Source: an optimization exercise on an open RTL-to-GDS flow (aim: small area and a short achievable clock period). Production flows keep margins and buffers that such runs may drop. At most, simulation tests tie the RTL to the original design; equivalence was not proved. No functional check of the RTL was part of run 1. No activity file was given, so power comes from the tool's default toggle rates.

==> design/flow/design.v <==
package m68k_arch_pkg;
    localparam int ADDR_W    = 32;   
    localparam int NUM_AREGS = 7;    
    typedef enum logic [1:0] {
        BYTE = 2'd0,
        WORD = 2'd1,
        LONG = 2'd2
    } op_size_t;
    typedef enum logic [1:0] {
        USP = 2'd0,   
        ISP = 2'd1,   
        MSP = 2'd2    
    } sp_bank_t;
endpackage
package m68k_ea_pkg;
    typedef enum logic [2:0] {
        ADR_AN_IND  = 3'd2,   
        ADR_AN_POST = 3'd3,   
        ADR_AN_PRE  = 3'd4,   
        ADR_AN_DISP = 3'd5,   
        ADR_AN_IDX  = 3'd6,   
        ADR_SPECIAL = 3'd7    
    } adr_mode_t;
    typedef enum logic [2:0] {
        ABS_W   = 3'd0,   
        ABS_L   = 3'd1,   
        PC_DISP = 3'd2    
    } amode_sel_t;
    typedef struct packed {
        logic       da;       
        logic [2:0] reg_no;   
        logic       wl;       
        logic [1:0] scale;    
        logic       fmt;      
        logic [7:0] disp8;    
    } brief_ext_t;
    typedef union packed {
        brief_ext_t         brief;
        logic signed [15:0] d16;
    } ext_word_u;
endpackage
`timescale 1ns/1ps
module addr_unit
#(
    parameter logic [m68k_arch_pkg::ADDR_W-1:0] PC_RESET = '0,   
    parameter logic [m68k_arch_pkg::ADDR_W-1:0] SP_RESET = '0    
) (
    input  logic              CLK,
    input  logic              RESET,
    input  logic [m68k_arch_pkg::ADDR_W-1:0] ar_in_1,
    input  logic [m68k_arch_pkg::ADDR_W-1:0] index_in,
    input  logic [m68k_arch_pkg::ADDR_W-1:0] displacement,
    input  logic [2:0]        ar_sel_rd_1,
    input  logic [2:0]        ar_sel_rd_2,
    input  logic [2:0]        ar_sel_wr,
    input  logic              ar_wr,
    input  logic              ar_inc,
    input  logic              ar_dec,
    input  m68k_arch_pkg::op_size_t          op_size,
    input  logic              sbit,
    input  logic              mbit,
    input  m68k_ea_pkg::ext_word_u         ext_word,
    input  logic              store_brief,
    input  logic              store_d16,
    input  logic              store_abs_lo,
    input  logic              store_abs_hi,
    input  m68k_ea_pkg::adr_mode_t         adr_mode,
    input  m68k_ea_pkg::amode_sel_t        amode_sel,
    input  logic [3:0]        pc_ew_offset,
    input  logic [7:0]        pc_offset,
    input  logic              pc_load,
    input  logic              pc_add_displ,
    input  logic              pc_inc,
    output logic [m68k_arch_pkg::ADDR_W-1:0] ar_out_1,
    output logic [m68k_arch_pkg::ADDR_W-1:0] ar_out_2,
    output logic [m68k_arch_pkg::ADDR_W-1:0] adr_eff,
    output logic [m68k_arch_pkg::ADDR_W-1:0] pc
);
    localparam int W  = m68k_arch_pkg::ADDR_W;
    localparam int NR = 10;   
    function automatic logic [W-1:0] add_pfx(input logic [W-1:0] a, input logic [W-1:0] b);
        logic [W-1:0] g, p, pg;
        int j;
        g = a & b;
        p = a ^ b;
        pg = p;
        for (int l = 0; l < $clog2(W); l++)
            for (int i = 0; i < W; i++)
                if (((i >> l) & 1) == 1) begin
                    j = ((i >> (l + 1)) << (l + 1)) + (1 << l) - 1;
                    g[i]  = g[i] | (pg[i] & g[j]);
                    pg[i] = pg[i] & pg[j];
                end
        add_pfx = p ^ {g[W-2:0], 1'b0};
    endfunction
    logic [W-1:0] rf [NR];
    logic [2:0] bank;   
    assign bank = {sbit & mbit, sbit & ~mbit, ~sbit};
    logic [W-1:0] sp_view;
    for (genvar i = 0; i < W; i++) begin : g_spv
        ao_mux3 u_spv (.s(bank), .d({rf[9][i], rf[8][i], rf[7][i]}), .y(sp_view[i]));
    end
    function automatic logic [7:0] dec8(input logic [2:0] n);
        for (int i = 0; i < 8; i++)
            dec8[i] = (n == 3'(i));
    endfunction
    logic [7:0] sel_1, sel_2, sel_x, sel_w;
    assign sel_1 = dec8(ar_sel_rd_1);
    assign sel_2 = dec8(ar_sel_rd_2);
    assign sel_x = dec8(ext_word.brief.reg_no) & {8{ext_word.brief.da}};
    assign sel_w = dec8(ar_sel_wr) & {8{ar_wr}};
    logic [W-1:0] idx_src;
    for (genvar i = 0; i < W; i++) begin : g_rd
        logic [7:0] col;
        assign col = {sp_view[i], rf[6][i], rf[5][i], rf[4][i], rf[3][i], rf[2][i], rf[1][i], rf[0][i]};
        ao_mux8 u_rd1 (.s(sel_1), .d(col), .y(ar_out_1[i]));
        ao_mux8 u_rd2 (.s(sel_2), .d(col), .y(ar_out_2[i]));
        ao_mux9 u_rdx (.s({~ext_word.brief.da, sel_x}), .d({index_in[i], col}), .y(idx_src[i]));
    end
    logic [NR-1:0] tgt_w, tgt_s;
    assign tgt_w = {sel_w[7] & bank[2], sel_w[7] & bank[1], sel_w[7] & bank[0], sel_w[6:0]};
    assign tgt_s = {sel_1[7] & bank[2], sel_1[7] & bank[1], sel_1[7] & bank[0], sel_1[6:0]}
                   & {NR{ar_inc | ar_dec}};
    logic [2:0]   step_amt;
    logic [W-1:0] step_val;
    always_comb begin
        case (op_size)
            2'd0:    step_amt = (ar_sel_rd_1 == 3'd7) ? 3'd2 : 3'd1;
            2'd1:    step_amt = 3'd2;
            default: step_amt = 3'd4;
        endcase
    end
    assign step_val = add_pfx(ar_out_1, ar_inc ? {29'd0, step_amt} : -{29'd0, step_amt});
    for (genvar r = 0; r < NR; r++) begin : g_rf
        logic do_s, do_w, do_h;
        logic [W-1:0] rst_val;
        assign rst_val = (r >= 7) ? SP_RESET : '0;
        assign do_s = ~RESET & tgt_s[r];
        assign do_w = ~RESET & ~tgt_s[r] & tgt_w[r];
        assign do_h = ~RESET & ~tgt_s[r] & ~tgt_w[r];
        always_ff @(posedge CLK)
            rf[r] <= ({W{do_s}} & step_val) | ({W{do_w}} & ar_in_1) |
                     ({W{do_h}} & rf[r]) | ({W{RESET}} & rst_val);
    end
    logic [15:0]  displ;      
    logic [W-1:0] idx_sc;     
    logic [W-1:0] abs_adr;
    logic [W-1:0] displ_x;
    assign displ_x = {{(W-16){displ[15]}}, displ};
    logic [W-1:0] idx_ext;
    assign idx_ext = ext_word.brief.wl ? idx_src : {{(W-16){idx_src[15]}}, idx_src[15:0]};
    always_ff @(posedge CLK) begin
        if (RESET) begin
            displ   <= '0;
            idx_sc  <= '0;
            abs_adr <= '0;
        end else begin
            if (store_brief) begin
                displ  <= {{8{ext_word.brief.disp8[7]}}, ext_word.brief.disp8};
                idx_sc <= idx_ext << ext_word.brief.scale;
            end else if (store_d16) begin
                displ  <= ext_word.d16;
            end
            if (store_abs_lo) begin
                if (amode_sel == m68k_ea_pkg::ABS_W)
                    abs_adr[W-1:16] <= {(W-16){ext_word.d16[15]}};
                abs_adr[15:0] <= ext_word.d16;
            end else if (store_abs_hi) begin
                abs_adr[W-1:16] <= ext_word.d16;
            end
        end
    end
    logic m_base, m_disp, m_idx, m_abs, m_pcd;
    assign m_base = (adr_mode == 3'd2) | (adr_mode == 3'd3) | (adr_mode == 3'd4);
    assign m_disp = (adr_mode == 3'd5);
    assign m_idx  = (adr_mode == 3'd6);
    assign m_abs  = (adr_mode == 3'd7) & ((amode_sel == 3'd0) | (amode_sel == 3'd1));
    assign m_pcd  = (adr_mode == 3'd7) & (amode_sel == 3'd2);
    logic [W-1:0] k_idx, k_pcd, ea_x, ea_k, ea_sum;
    logic [4:0]   pcd_lo;
    assign k_idx  = add_pfx(displ_x, idx_sc);
    assign pcd_lo = {1'b0, displ[3:0]} + {1'b0, pc_ew_offset};
    assign k_pcd  = {pcd_lo[4] ? displ_x[W-1:4] + 1'b1 : displ_x[W-1:4], pcd_lo[3:0]};
    assign ea_x   = m_pcd ? pc : ar_out_1;
    assign ea_k   = ({W{m_disp}} & displ_x) | ({W{m_idx}} & k_idx) | ({W{m_pcd}} & k_pcd);
    assign ea_sum = add_pfx(ea_x, ea_k);
    always_ff @(posedge CLK)
        adr_eff <= ({W{~RESET & (m_base | m_disp | m_idx | m_pcd)}} & ea_sum) |
                   ({W{~RESET & m_abs}} & abs_adr);
    logic [W-1:0] pc_opnd;
    assign pc_opnd = pc_add_displ ? displacement : pc_inc ? W'(pc_offset) : '0;
    always_ff @(posedge CLK) begin
        if (RESET)
            pc <= PC_RESET;
        else if (pc_load)
            pc <= ar_in_1;
        else
            pc <= add_pfx(pc, pc_opnd);
    end
endmodule
module aoi222 (input logic [2:0] s, input logic [2:0] d, output logic y);
    assign y = ~|(s & d);
endmodule
module aoi22 (input logic [1:0] s, input logic [1:0] d, output logic y);
    assign y = ~|(s & d);
endmodule
module nand3c (input logic [2:0] a, output logic y);
    assign y = ~&a;
endmodule
module ao_mux3 (input logic [2:0] s, input logic [2:0] d, output logic y);
    logic n;
    aoi222 u0 (.s(s), .d(d), .y(n));
    assign y = ~n;
endmodule
module ao_mux8 (input logic [7:0] s, input logic [7:0] d, output logic y);
    logic [2:0] n;
    aoi222 u0 (.s(s[2:0]), .d(d[2:0]), .y(n[0]));
    aoi222 u1 (.s(s[5:3]), .d(d[5:3]), .y(n[1]));
    aoi22  u2 (.s(s[7:6]), .d(d[7:6]), .y(n[2]));
    nand3c u3 (.a(n), .y(y));
endmodule
module ao_mux9 (input logic [8:0] s, input logic [8:0] d, output logic y);
    logic [2:0] n;
    aoi222 u0 (.s(s[2:0]), .d(d[2:0]), .y(n[0]));
    aoi222 u1 (.s(s[5:3]), .d(d[5:3]), .y(n[1]));
    aoi222 u2 (.s(s[8:6]), .d(d[8:6]), .y(n[2]));
    nand3c u3 (.a(n), .y(y));
endmodule
==> design/flow/run.sh <==
#!/bin/bash
# synth_recipe.tcl (not shown) runs the flow's synth.tcl, then flattens the netlist and writes it again
# the make line also repeats each setting of config.mk as NAME=value (left out here)
make -C /OpenROAD-flow-scripts/flow DESIGN_CONFIG=/design/flow/config.mk WORK_HOME=/design/flow/orfs CLKGATE_MAP_FILE= SYNTH_SCRIPT=/design/flow/synth_recipe.tcl finish
==> design/flow/config.mk <==
export PLATFORM = sky130hd
export DESIGN_NAME = addr_unit
export DESIGN_NICKNAME = addr_unit
export VERILOG_FILES = /design/flow/design.v
export SDC_FILE = /design/flow/constraint.sdc
export NUM_CORES = 4
export LEC_CHECK = 0
export CAP_MARGIN = 20
export CORE_MARGIN = 2
export CORE_UTILIZATION = 40
export SETUP_SLACK_MARGIN = 2.5
export SLEW_MARGIN = 20
export SYNTH_HIERARCHICAL = 1
export SYNTH_MINIMUM_KEEP_SIZE = 0
==> design/flow/constraint.sdc <==
create_clock -name core_clock -period 6.5 [get_ports {CLK}]
set_input_delay 1.3000 -clock core_clock [delete_from_list [all_inputs] [get_ports {CLK}]]
set_output_delay 1.3000 -clock core_clock [all_outputs]
set_load 0.01 [all_outputs]
==> notes.md, run 1 <==
- Traced cell by cell, the critical path runs through buf_12, buf_4, nand2b_4, nor2_4, buf_4, buf_4, a222oi_1, nand3_4, buf_4, ha_4, a21oi_4, o21ai_0, buf_4, o2bb2ai_1, a21oi_2, buf_4, o211ai_1, and2_1, o21a_1, nor2_2, xor2_2, buf_6, o22ai_2.
- Relative to the synthesized area, the layout overhead comes to 41.48%.
- Routability-driven placement finished with a final weighted congestion of 0.9746.
- In this run the worst setup path terminates at rf[6][22]$_DFF_P_.
- The DRC violation total after the first TritonRoute iteration is 6226.
- The total count of max-transition violations in the final report is 0.
- The residual overflow from global routing is 0.
- For this design the static power due to leakage is 16.09 nW.
- The most common flop cell mapped by yosys is sky130_fd_sc_hd__dfxtp_1.
- The total number of placement rows is 96.
- The post-synthesis register bit count is between 400 and 500.
- The clock passes through at most 3 buffers.
- The worst register-to-register path begins at idx_sc[0]$_SDFFE_PP0P_.
- The worst-skew pair later-pin latency is 0.66 ns.
- The routed design has about 140000 um of wire.
- The smallest clock period supported by the final layout is computed as roughly 4.8 ns.
- Counting instances, the worst hold path has a depth of 2.
- Setup repair after global routing could not meet its margin everywhere.
- The design draws ~8.6 mW.
- The standard cell area after detailed placement is between 0.03 and 0.04 mm2.
- The slew at the pin with the worst max-slew slack is 1.329 ns.
- The via density per instance is 7.049.
- The share of the Yosys chip area taken by registers is 33.61%.
- The post-route core utilization is 57.11%.
- The largest vdd supply drop is 0.2012 mV.
- The number of detailed-route iterations in the first pass is 15.
- For this configuration, the core starts out at a cell density of 40.37%.
- Global routing used 37.55% of the available tracks.
- Timing analysis after detailed placement gives a worst setup slack of between 0.15 and 0.2 ns.
- The critical path starts at ar_sel_rd_1[0].
- The worst setup slack after layout is 1.691 ns.
- Measured against its own limit, the worst slew margin works out to between 10% and 20%.
- STA puts the critical path data required time at 7.00 ns.
- Clock tree synthesis selected as its root buffer the cell sky130_fd_sc_hd__clkbuf_16.
- The clock transition at the register clock pins on the worst setup and hold paths after CTS is 0.07 ns.
- The flow ran to the end and the layout has no timing, DRC or antenna violations.
- The most numerous cell type found on the critical path is sky130_fd_sc_hd__buf_4.
- The worst reg2reg path endpoint is adr_eff[23]$_DFF_P_.
- The slack of the worst reg-to-reg path is around 1.8 ns.
- With fillers left out, the area of the finished cells amounts to 0.03910 mm2.
- Leaving out fill and tap cells, the most frequent cell in the layout is sky130_fd_sc_hd__dfxtp_1.
- The largest stage delay on the critical path is 0.50 ns.
- Counting distinct cell types in the post-synthesis netlist gives 80.
- The die span in y is 266.9 um.
- The post-route netlist has 28.63% of its cells at a drive strength greater than 1.
- The depth of the worst register-to-register path is 25.
- The startpoint kind of the worst setup timing path is an input pin.
- The final non-filler cell total is 4562.
- After legalization and detailed placement, the total HPWL measured 89560 um.
- The count of H-tree levels built during CTS is 2.
- The number of failing hold endpoints at the final stage is 0.
- Entering global routing, the biggest net connects 57 pins.
- In this run the biggest area consumer among cell types represents 33.61% of the synthesized area.
- The CTS tree is done.
- Port buffering added 282 buffers.
- The category of the worst setup path capture point is a flip-flop.
- The total power divided by cell area is 219.3 mW/mm2.
- The number of flops mapped to enable cells by yosys is 0.
- In this run the remaining antenna-violating nets after routing total 0.
- The top cell types in the final layout, fill and taps aside, are sky130_fd_sc_hd__dfxtp_1, sky130_fd_sc_hd__a222oi_1, sky130_fd_sc_hd__buf_4.
- The number of design rule violations left after detail routing is 0.
- During I/O placement, the number of pins put on the boundary was between 200 and 300.
- The number of buffers added by the clock tree synthesis step is 53.
- The proportion of register bits with asynchronous set or reset after synthesis is 0%.
- The number of maximum-capacitance constraint violations is 0.
- The cell type with the highest aggregate area in the netlist is sky130_fd_sc_hd__dfxtp_1.
- After synthesis the cells add up to 0.02764 mm2.
- The wire length per cell after detailed routing is 31.29 um.
- The first global-routing pass estimated ~200000 um of wire.
- The peak clock frequency supported by timing is between 200 and 250 MHz.
- The maximum fanout encountered on the critical timing path is 5.
- At the end of the flow, the number of nets in the layout was 3941.
- The via count of the first global-routing pass is just over 30k.
- The number of clock sinks is 464.
- Final hold analysis gives a worst-case slack of 0.4485 ns.
- The final worst clock skew is 0.03751 ns.
- The final clock period utilization by the worst path is 73.98%.
- The number of setup violations in the final report is 0.
- The number of nets in the synthesized netlist is 3430.
- Across the whole layout, storage elements account for 0.009301 mm2.
- Data on the critical path arrives at its endpoint at between 5 and 6 ns.
- The number of cells produced by synthesis is 3127.
- The standard cell with the maximum stage delay on the critical path is sky130_fd_sc_hd__a222oi_1.
- Yosys printed 8 warnings.
- The average instance in the mapped netlist occupies 8.838 um2.
- In this run the worst hold path is classified as reg -> reg.
- The cell count after placement is 4197.
- The core footprint is 0.06847 mm2.
- Sorting the synthesized cells by area gives the leading types as sky130_fd_sc_hd__dfxtp_1, sky130_fd_sc_hd__a222oi_1, sky130_fd_sc_hd__ha_1.
- The floorplan step defined a die boundary enclosing 0.07121 mm2.
- The worst setup path is of the in -> reg kind.
- The initial antenna violation count is 3.
- Summing all multi-input logic gate instances after layout gives 0.01982 mm2.
- The final sum of negative setup slack is 0 ns.
- For this block, the via count after detailed routing is approximately 32k.
- The die is 266.9 um wide.
- The number of fillers in the final layout is ~6k.
==> what timing repair did <==
item / CTS / global route
gates cloned: 7 / 6
hold buffers: 0 / 0
buffers inserted: 158 / 91
gates resized for setup: 528 / 361
setup endpoints to repair: 449 / 426
pin swaps: 142 / 153
==> cells by family after synthesis <==
group / Yosys count / share of synthesized area [%]
buf+inv: 322 / 4.387
mux: 117 / 4.564
flops: 464 / 33.61
fa+ha+maj: 148 / 7.271
compound gates: 1263 / 34.96
simple gates: 715 / 11.94
xor+xnor: 98 / 3.269
==> cell usage after synthesis (6+ instances only) <==
library cell               count
sky130_fd_sc_hd__and3_1       12
sky130_fd_sc_hd__nor3_1       29
sky130_fd_sc_hd__nor2b_1      19
sky130_fd_sc_hd__nand2_1     190
sky130_fd_sc_hd__dfxtp_1     464
sky130_fd_sc_hd__a22o_1       16
sky130_fd_sc_hd__a22oi_2      64
sky130_fd_sc_hd__fa_1         21
sky130_fd_sc_hd__a21boi_0      8
sky130_fd_sc_hd__o211ai_1      6
sky130_fd_sc_hd__nand3_1     117
sky130_fd_sc_hd__o21bai_1     10
sky130_fd_sc_hd__o21ai_1     108
sky130_fd_sc_hd__nand2b_1     19
sky130_fd_sc_hd__o221ai_1      7
sky130_fd_sc_hd__buf_1        25
sky130_fd_sc_hd__o21a_1       14
sky130_fd_sc_hd__clkbuf_1    182
sky130_fd_sc_hd__xnor2_1      47
sky130_fd_sc_hd__a21oi_1     137
sky130_fd_sc_hd__nand4_1       8
sky130_fd_sc_hd__and4_1        6
sky130_fd_sc_hd__a222oi_1    284
sky130_fd_sc_hd__nor2_1      231
sky130_fd_sc_hd__mux4_2        7
sky130_fd_sc_hd__o22ai_1      39
sky130_fd_sc_hd__or3_1         9
sky130_fd_sc_hd__and2_1       32
sky130_fd_sc_hd__inv_1       111
sky130_fd_sc_hd__nor4_1       10
sky130_fd_sc_hd__a22oi_1     201
sky130_fd_sc_hd__ha_1        127
sky130_fd_sc_hd__or2_2         7
sky130_fd_sc_hd__a21o_1       43
sky130_fd_sc_hd__o21ai_0     184
sky130_fd_sc_hd__a221o_1      66
sky130_fd_sc_hd__a211oi_1     44
sky130_fd_sc_hd__xor2_1       45
sky130_fd_sc_hd__mux2i_1     108
==> cell type report <==
class	instances	share of cell area (%)
timing repair buffer	660	16.92
clock inverter	23	0.7968
antenna	2	0.01280
multi-input combinational	2347	50.69
clock buffer	72	3.830
inverter	112	1.139
sequential	464	23.79
tap	882	2.822
==> registers in the layout, indices dropped and copies added, names as in the netlist <==
| signal | cells |
|---|---|
| abs_adr | 32 |
| pc | 32 |
| adr_eff | 32 |
| idx_sc | 32 |
| rf | 320 |
| displ | 16 |
==> how the worst min path moves through the flow <==
stage | startpoint | to | slack [ns]
2_1_floorplan | abs_adr[14]$_SDFFE_PP0P_ | adr_eff[14]$_DFF_P_ | 0.42
5_1_grt | abs_adr[21]$_SDFFE_PP0P_ | adr_eff[21]$_DFF_P_ | 0.48
6_report | abs_adr[26]$_SDFFE_PP0P_ | adr_eff[26]$_DFF_P_ | 0.45
3_5_place_dp | abs_adr[26]$_SDFFE_PP0P_ | adr_eff[26]$_DFF_P_ | 0.44
4_1_cts | abs_adr[26]$_SDFFE_PP0P_ | adr_eff[26]$_DFF_P_ | 0.45
3_3_place_gp | abs_adr[5]$_SDFFE_PP0P_ | adr_eff[5]$_DFF_P_ | 0.44
==> power breakdown <==
part	leakage (nW)	internal [mW]	switching [mW]
Combinational	11.4	0.943	1.28
Sequential	3.79	3.00	0.157
Clock	0.878	1.82	1.37
Total	16.1	5.77	2.81
==> modules after synthesis (local to each module, per instance), a selection <==
module,flip-flops and latches,cell area [um2],cells,copies in the design
ao_mux3,0,3.754,1,32
aoi222,0,10.01,1,256
nand3c,0,5.005,1,96
aoi22,0,12.51,1,64
addr_unit,464,23670,2679,1
==> critical path, delay by kind of cell <==
kind / cells / cell delay (ns)
AO/OA/AOI/OAI: 8 / 1.47
adder cells (fa/ha/maj): 1 / 0.26
XOR/XNOR: 1 / 0.23
AND/OR/NAND/NOR: 5 / 0.75
buffers and inverters: 8 / 1.29
==> metal layers <==
layer	up-vias	part of all wire [%]	track usage [%]
li1	13449	-	-
met5	-	0.038	0
met2	2607	43	57.14
met1	15400	37	47.50
met4	2	6.4	19.24
met3	700	14	12.00
==> inputs of run 2 (changes only) <==
--- a/design/flow/design.v
+++ b/design/flow/design.v
@@ -78,21 +78,6 @@
 );
     localparam int W  = m68k_arch_pkg::ADDR_W;
     localparam int NR = 10;   
-    function automatic logic [W-1:0] add_pfx(input logic [W-1:0] a, input logic [W-1:0] b);
-        logic [W-1:0] g, p, pg;
-        int j;
-        g = a & b;
-        p = a ^ b;
-        pg = p;
-        for (int l = 0; l < $clog2(W); l++)
-            for (int i = 0; i < W; i++)
-                if (((i >> l) & 1) == 1) begin
-                    j = ((i >> (l + 1)) << (l + 1)) + (1 << l) - 1;
-                    g[i]  = g[i] | (pg[i] & g[j]);
-                    pg[i] = pg[i] & pg[j];
-                end
-        add_pfx = p ^ {g[W-2:0], 1'b0};
-    endfunction
     logic [W-1:0] rf [NR];
     logic [2:0] bank;   
     assign bank = {sbit & mbit, sbit & ~mbit, ~sbit};
@@ -130,7 +115,7 @@
             default: step_amt = 3'd4;
         endcase
     end
-    assign step_val = add_pfx(ar_out_1, ar_inc ? {29'd0, step_amt} : -{29'd0, step_amt});
+    step_add u_step (.a(ar_out_1), .dec(~ar_inc), .amt(step_amt), .y(step_val));
     for (genvar r = 0; r < NR; r++) begin : g_rf
         logic do_s, do_w, do_h;
         logic [W-1:0] rst_val;
@@ -178,24 +163,25 @@
     assign m_pcd  = (adr_mode == 3'd7) & (amode_sel == 3'd2);
     logic [W-1:0] k_idx, k_pcd, ea_x, ea_k, ea_sum;
     logic [4:0]   pcd_lo;
-    assign k_idx  = add_pfx(displ_x, idx_sc);
+    add32 u_kidx (.a(displ_x), .b(idx_sc), .s(k_idx));
     assign pcd_lo = {1'b0, displ[3:0]} + {1'b0, pc_ew_offset};
     assign k_pcd  = {pcd_lo[4] ? displ_x[W-1:4] + 1'b1 : displ_x[W-1:4], pcd_lo[3:0]};
     assign ea_x   = m_pcd ? pc : ar_out_1;
     assign ea_k   = ({W{m_disp}} & displ_x) | ({W{m_idx}} & k_idx) | ({W{m_pcd}} & k_pcd);
-    assign ea_sum = add_pfx(ea_x, ea_k);
+    add32 u_ea (.a(ea_x), .b(ea_k), .s(ea_sum));
     always_ff @(posedge CLK)
         adr_eff <= ({W{~RESET & (m_base | m_disp | m_idx | m_pcd)}} & ea_sum) |
                    ({W{~RESET & m_abs}} & abs_adr);
-    logic [W-1:0] pc_opnd;
+    logic [W-1:0] pc_opnd, pc_sum;
     assign pc_opnd = pc_add_displ ? displacement : pc_inc ? W'(pc_offset) : '0;
+    add32 u_pcadd (.a(pc), .b(pc_opnd), .s(pc_sum));
     always_ff @(posedge CLK) begin
         if (RESET)
             pc <= PC_RESET;
         else if (pc_load)
             pc <= ar_in_1;
         else
-            pc <= add_pfx(pc, pc_opnd);
+            pc <= pc_sum;
     end
 endmodule
 module aoi222 (input logic [2:0] s, input logic [2:0] d, output logic y);
@@ -226,3 +212,44 @@
     aoi222 u2 (.s(s[8:6]), .d(d[8:6]), .y(n[2]));
     nand3c u3 (.a(n), .y(y));
 endmodule
+module add32 (input logic [31:0] a, input logic [31:0] b, output logic [31:0] s);
+    logic [31:0] p, g, c;
+    pg32  u_pg  (.a(a), .b(b), .p(p), .g(g));
+    pfx32 u_pfx (.p(p), .g(g), .c(c));
+    xor32 u_sum (.a(p), .b(c), .y(s));
+endmodule
+module pg32 (input logic [31:0] a, input logic [31:0] b, output logic [31:0] p, output logic [31:0] g);
+    assign p = a ^ b;
+    assign g = a & b;
+endmodule
+module xor32 (input logic [31:0] a, input logic [31:0] b, output logic [31:0] y);
+    assign y = a ^ b;
+endmodule
+module pfx32 (input logic [31:0] p, input logic [31:0] g, output logic [31:0] c);
+    always_comb begin
+        logic [31:0] gg, pp;
+        int j;
+        gg = g;
+        pp = p;
+        for (int l = 0; l < 5; l++)
+            for (int i = 0; i < 32; i++)
+                if (((i >> l) & 1) == 1) begin
+                    j = ((i >> (l + 1)) << (l + 1)) + (1 << l) - 1;
+                    gg[i] = gg[i] | (pp[i] & gg[j]);
+                    pp[i] = pp[i] & pp[j];
+                end
+        c = {gg[30:0], 1'b0};
+    end
+endmodule
+module step_add (input logic [31:0] a, input logic dec, input logic [2:0] amt, output logic [31:0] y);
+    always_comb begin
+        logic [3:0]  lo;
+        logic [31:0] t;
+        lo = dec ? {1'b0, a[2:0]} - {1'b0, amt} : {1'b0, a[2:0]} + {1'b0, amt};
+        t = '0;
+        t[3] = lo[3];
+        for (int k = 4; k < 32; k++)
+            t[k] = t[k-1] & (a[k-1] ^ dec);
+        y = {a[31:3] ^ t[31:3], lo[2:0]};
+    end
+endmodule
==> design/flow/flow/run.sh (new file) <==
#!/bin/bash
# Standard layout, except that the port buffers are plain buf_1 cells
# (resized later as timing needs) rather than delay buffers.
set -euo pipefail
export BUFFER_PORTS_ARGS="-buffer_cell sky130_fd_sc_hd__buf_1"
bash standard.sh > standard.log 2>&1
==> design/flow/standard.sh (new file) <==
#!/bin/bash
# synth_recipe.tcl (not shown) runs the flow's synth.tcl, then flattens the netlist and writes it again
# the make line also repeats each setting of config.mk as NAME=value (left out here)
make -C /OpenROAD-flow-scripts/flow DESIGN_CONFIG=/design/flow/config.mk WORK_HOME=/design/flow/orfs CLKGATE_MAP_FILE= SYNTH_SCRIPT=/design/flow/synth_recipe.tcl "${@:-finish}"
removed: design/flow/run.sh
==> run 2 against run 1 <==
Sequential share of layout area is 0.17 points higher. First-iteration DRC count rose by 17%. Synthesized area rose by 3.2%. Flip-flop and latch count stayed put. Die area up 3.2%. Critical endpoint is now adr_eff[25]$_DFF_P_. Synthesized cell count is 3.0% higher. Critical path depth grew 1. Critical path type unchanged. Design area fell by 0.65%. Largest cell class unchanged. Hold slack better by 0.029 ns.
==> notes.md, run 2 <==
- The final worst clock skew is 0.04605 ns (was 0.03751 ns).
- The number of synthesis warnings is 10 (was 8).
- The via total after detailed routing is 32.55k (was 32.16k).
- The width of the die is 271.1 um (was 266.9 um).
- The total track usage is 36.16% (was 37.55%).
- The portion of the post-synthesis area used by sequential elements is 32.56% (was 33.61%).
- The slew at the pin with the worst max-slew slack is 1.385 ns (was 1.329 ns).
- The number of clock sinks is 464 (unchanged).
- The class of the worst hold path is reg -> reg (unchanged).
- The final clock period utilization by the worst path came to 72.10% (was 73.98%).
- The category of the worst setup path capture point is a flip-flop (unchanged).
- The most common library cell in the layout ignoring fill and taps is sky130_fd_sc_hd__dfxtp_1 (unchanged).
- The count of input and output buffers is 282 (unchanged).
- The total wire length after detailed routing is 142600 um (was 142800 um).
- The first-pass GRT wire length came to 200100 um (was 198900 um).
- The number of flip-flops under the largest register name is 320 (unchanged).
- The post-cts hold buffer count came to 0 (unchanged).
- The number of nets with antenna violations after detailed routing is 0 (unchanged).
- The clock root buffer is sky130_fd_sc_hd__clkbuf_16 (unchanged).
- The via density per instance is 6.894 (was 7.049).
- The total number of placement rows was 97 (was 96).
- The critical path arrival came to 5.23 ns (was 5.31 ns).
- The pin count of the biggest net entering global routing is 64 (was 57).
- The post-route worst hold slack is 0.4773 ns (was 0.4485 ns).
- The count of unique library cells instantiated by Yosys is 85 (was 80).
- The total count of max-transition violations in the final report is 0 (unchanged).
- The slack of the worst reg-to-reg path is 1.90 ns (was 1.79 ns).
- The most common cell in the synthesized netlist is sky130_fd_sc_hd__dfxtp_1 (unchanged).
- The placer's final routability congestion estimate is 0.9536 (was 0.9746).
- The buffers plus inverters on the worst setup path is 9 (was 8).
- The area enclosed by the die boundary was 0.07348 mm2 (was 0.07121 mm2).
- The die span in y is 271.1 um (was 266.9 um).
- The clock transition at the register clock pins on the worst setup and hold paths after CTS is 0.06 ns (was 0.07 ns).
- The proportion of register bits with asynchronous set or reset after synthesis is 0% (unchanged).
- The final sum of negative setup slack is 0 ns (unchanged).
- The family with the most delay on the worst path was buffers and inverters (was compound AO/OA/AOI/OAI gates).
- The switching share of power came to 31.76% (was 32.74%).
- Leading post-synthesis cells by instance count: sky130_fd_sc_hd__dfxtp_1, sky130_fd_sc_hd__a222oi_1, sky130_fd_sc_hd__nand2_1 (was sky130_fd_sc_hd__dfxtp_1, sky130_fd_sc_hd__a222oi_1, sky130_fd_sc_hd__nor2_1).
- The clock group share of total power came to 40.2% (was 37.2%).
- The initial core utilization was 40.60% (was 40.37%).
- The number of flops mapped to enable cells by yosys is 0 (unchanged).
- The number of maximum-capacitance constraint violations is 0 (unchanged).
- The reported net switching power was 2.555 mW (was 2.808 mW).
- The share of layout cells above drive strength 1 was 28.62% (was 28.63%).
- The count of H-tree levels built during CTS came to 2 (unchanged).
- The data required time of the critical path came to 7.05 ns (was 7.00 ns).
- The number of failing hold endpoints at the final stage was 0 (unchanged).
- The worst setup slack after layout was 1.813 ns (was 1.691 ns).
- Ordered list of cells on the worst path: buf_8, nand2b_4, clkinvlp_4, buf_12, buf_12, a222oi_1, inv_1, a22oi_2, nand3_2, nand2_1, nand2_1, ha_1, nand2_1, nor3_4, buf_6, nand3_4, a211oi_4, buf_4, nor2_4, buf_6, buf_4, o21ai_2, xor2_1, a22o_1 (was buf_12, buf_4, nand2b_4, nor2_4, buf_4, buf_4, a222oi_1, nand3_4, buf_4, ha_4, a21oi_4, o21ai_0, buf_4, o2bb2ai_1, a21oi_2, buf_4, o211ai_1, and2_1, o21a_1, nor2_2, xor2_2, buf_6, o22ai_2).
- The share of Yosys cell area claimed by the top area cell type is 32.56% (was 33.61%).
- The register containing the most flip-flops in the final layout is rf (unchanged).
- The CTS tree was done (unchanged).
- The post-layout total power came to 8.047 mW (was 8.575 mW).
- The cell type with the highest aggregate area in the netlist was sky130_fd_sc_hd__dfxtp_1 (unchanged).
- The via count of the first global-routing pass was 30.17k (was 30.29k).
- The number of cells produced by synthesis was 3221 (was 3127).
- The startpoint kind of the worst setup timing path is an input pin (unchanged).
- The number of setup violations in the final report is 0 (unchanged).
- The most common flop cell mapped by yosys is sky130_fd_sc_hd__dfxtp_1 (unchanged).
- The core footprint is 0.07027 mm2 (was 0.06847 mm2).
- The peak clock frequency supported by timing was 213.4 MHz (was 208.0 MHz).
- The residual overflow from global routing was 0 (unchanged).
- Commonest cells after routing, fill and taps aside: sky130_fd_sc_hd__dfxtp_1, sky130_fd_sc_hd__a222oi_1, sky130_fd_sc_hd__nand2_1 (was sky130_fd_sc_hd__dfxtp_1, sky130_fd_sc_hd__a222oi_1, sky130_fd_sc_hd__buf_4).
- The area added between synthesis and finish is 36.16% (was 41.48%).
- The standard cell with the maximum stage delay on the critical path is sky130_fd_sc_hd__ha_1 (was sky130_fd_sc_hd__a222oi_1).
- The worst slack at placement is 0.6149 ns (was 0.1925 ns).
- The half-perimeter wire length after detailed placement is 83750 um (was 89560 um).
- The time the final worst path needs with I/O delays and setup is 4.687 ns (was 4.809 ns).
- The post-synthesis register bit count is 464 (unchanged).
- The number of buffers added by the clock tree synthesis step is 53 (unchanged).
- The sequential share of power was 38.3% (was 36.9%).
- The synthesized cell area came to 0.02853 mm2 (was 0.02764 mm2).
- The startpoint-to-endpoint class of the critical path is in -> reg (unchanged).
- The most used cell along the critical path is sky130_fd_sc_hd__nand2_1 (was sky130_fd_sc_hd__buf_4).
- The total leakage power is 17.75 nW (was 16.09 nW).
- Unrepaired setup endpoints after global routing: yes (unchanged).
- The buffer levels on the longest clock path is 3 (unchanged).
- The boundary pin count is 283 (unchanged).
- The largest stage delay on the critical path is 0.37 ns (was 0.50 ns).
- The total power divided by cell area is 207.1 mW/mm2 (was 219.3 mW/mm2).
- The wire length per cell after detailed routing came to 30.20 um (was 31.29 um).
- The number of design rule violations left after detail routing came to 0 (unchanged).
- The total number of nets in the final design is 3996 (was 3941).
- The largest vdd supply drop was 0.2210 mV (was 0.2012 mV).
- The number of nets in the synthesized netlist is 3484 (was 3430).
- The post-synthesis average cell area is 8.858 um2 (was 8.838 um2).
- The number of fillers in the final layout is 6177 (was 5973).
- The tightest slew margin relative to the limit came to 7.438% (was 11.08%).
- The worst-skew pair later-pin latency was 0.65 ns (was 0.66 ns).
- The number of detailed-route iterations in the first pass was 14 (was 15).
- Outcome: finished clean (unchanged).
- The DRC violation total after the first TritonRoute iteration is 7261 (was 6226).
- The internal power component is 5.491 mW (was 5.767 mW).
- The part of the power in combinational logic is 21.5% (was 26.0%).
- The maximum fanout encountered on the critical timing path is 7 (was 5).
- Synth area leaders: sky130_fd_sc_hd__dfxtp_1, sky130_fd_sc_hd__a222oi_1, sky130_fd_sc_hd__ha_1 (unchanged).
- The initial antenna violation count is 9 (was 3).
[run 2: changes by cell type after synthesis, sizes merged, moves of 66 or more]
cell / previous run / this run
nand2: 190 / 352
a221o: 66 / 132
inv: 111 / 196
and2: 33 / 158
o21ai: 292 / 58
a222oi: 284 / 387
a22oi: 265 / 135
[run 2: per-stage QoR]
stage / std cells / util (%) / area (um2)
2_1_floorplan: 3221 / - / 29170
3_3_place_gp: 4317 / 44.66 / 31380
3_5_place_dp: 4317 / 44.67 / 31390
4_1_cts: 4645 / 52.86 / 37150
5_1_grt: 4717 / 55.27 / 38840
6_report: 4721 / 55.28 / 38850
[run 2: logic make-up (layout without fill, tap and decap cells)]
kind of cell / Yosys count / after routing / synth area share [%]
AO/OA/AOI/OAI: 1019 / 1019 / 31.68
XOR/XNOR: 138 / 148 / 4.236
buffers and inverters: 436 / 977 / 6.236
flip-flops: 464 / 464 / 32.56
AND/OR/NAND/NOR: 937 / 942 / 16.05
other: 3 / 7 / 0.03947
multiplexers: 116 / 116 / 4.412
adder cells (fa/ha/maj): 108 / 108 / 4.789
[run 2: per-layer routing]
metal / vias up / share of wire [%] / track usage (%)
met3: 811 / 16 / 14.45
li1: 13655 / - / -
met5: - / 0.039 / 0
met2: 2801 / 40 / 51.97
met1: 15271 / 37 / 45.85
met4: 8 / 7.6 / 19.93
[run 2: area by class of cell]
type | instances | area [um2] | area share, %
multi-input combinational | 2336 | 20410 | 52.54
inverter | 196 | 750.7 | 1.932
clock buffer | 71 | 1505 | 3.875
timing repair buffer | 682 | 5344 | 13.76
tap | 940 | 1176 | 3.027
sequential | 464 | 9309 | 23.96
antenna | 4 | 10.01 | 0.02577
clock inverter | 28 | 342.8 | 0.8825
[run 2: power by group through the flow]
stage / logic [mW] / clock network (mW) / registers (mW)
floorplan: 0.827 / 0 / 3.11
global placement: 1.30 / 0 / 3.14
detailed placement: 1.31 / 0 / 3.14
CTS: 1.56 / 3.23 / 3.07
global route: 1.79 / 3.36 / 3.09
finish: 1.73 / 3.23 / 3.08
[run 2: path summary, 6_finish.rpt]
check	from	endpoint	depth (start not counted)
setup / recovery	mbit	adr_eff[25]$_DFF_P_	24
hold reg to reg	abs_adr[23]$_SDFFE_PP0P_	adr_eff[23]$_DFF_P_	1
setup reg to reg	idx_sc[1]$_SDFFE_PP0P_	adr_eff[25]$_DFF_P_	24
hold / removal	abs_adr[23]$_SDFFE_PP0P_	adr_eff[23]$_DFF_P_	1
[run 2: per-module statistics from Yosys (local to each module, per instance), a selection]
module	area, um2	flip-flops and latches
addr_unit	19740	464
pg32	400.4	0
aoi222	10.01	0
nand3c	5.005	0
step_add	1055	0
aoi22	12.51	0
[run 2: timing repair]
action	in CTS	in global routing
cloned	26	4
pin swaps	188	109
setup endpoints to repair	391	389
setup buffers	203	64
resized for setup	451	279

==> afterwards: timing with drivers on the ports <==
No port has a modelled driver above. Below, the same layouts with a new extraction and two added sets of constraints. Step 1 (the two cells are an assumption about what drives the block):
set clk [get_ports {CLK}]
set_driving_cell -lib_cell sky130_fd_sc_hd__clkbuf_16 $clk
set_driving_cell -lib_cell sky130_fd_sc_hd__buf_2 [delete_from_list [all_inputs] $clk]
Step 2 also shifts input and output timing later by t, the mid clock arrival at the registers, as if the neighbouring blocks saw the same clock. a / b / c = ideal / step 1 / step 2; a / b = the first two.
run | shift t [ns] | slack for setup (ns) | hold WS [ns] | worst setup path at the end | pins driven straight from the clock port
run 1 | 0.713 | 1.691 / 1.652 / 0.939 | 0.448 / 0.448 / 0.448 | input to register | 1
run 2 | 0.694 | 1.813 / 1.824 / 1.131 | 0.477 / 0.477 / 0.477 | input to register | 1
After both steps setup and hold are still met in every run listed. For run 1, which loses most, drivers alone change the setup slack by -0.039 ns; drivers and shift together by -0.752 ns.
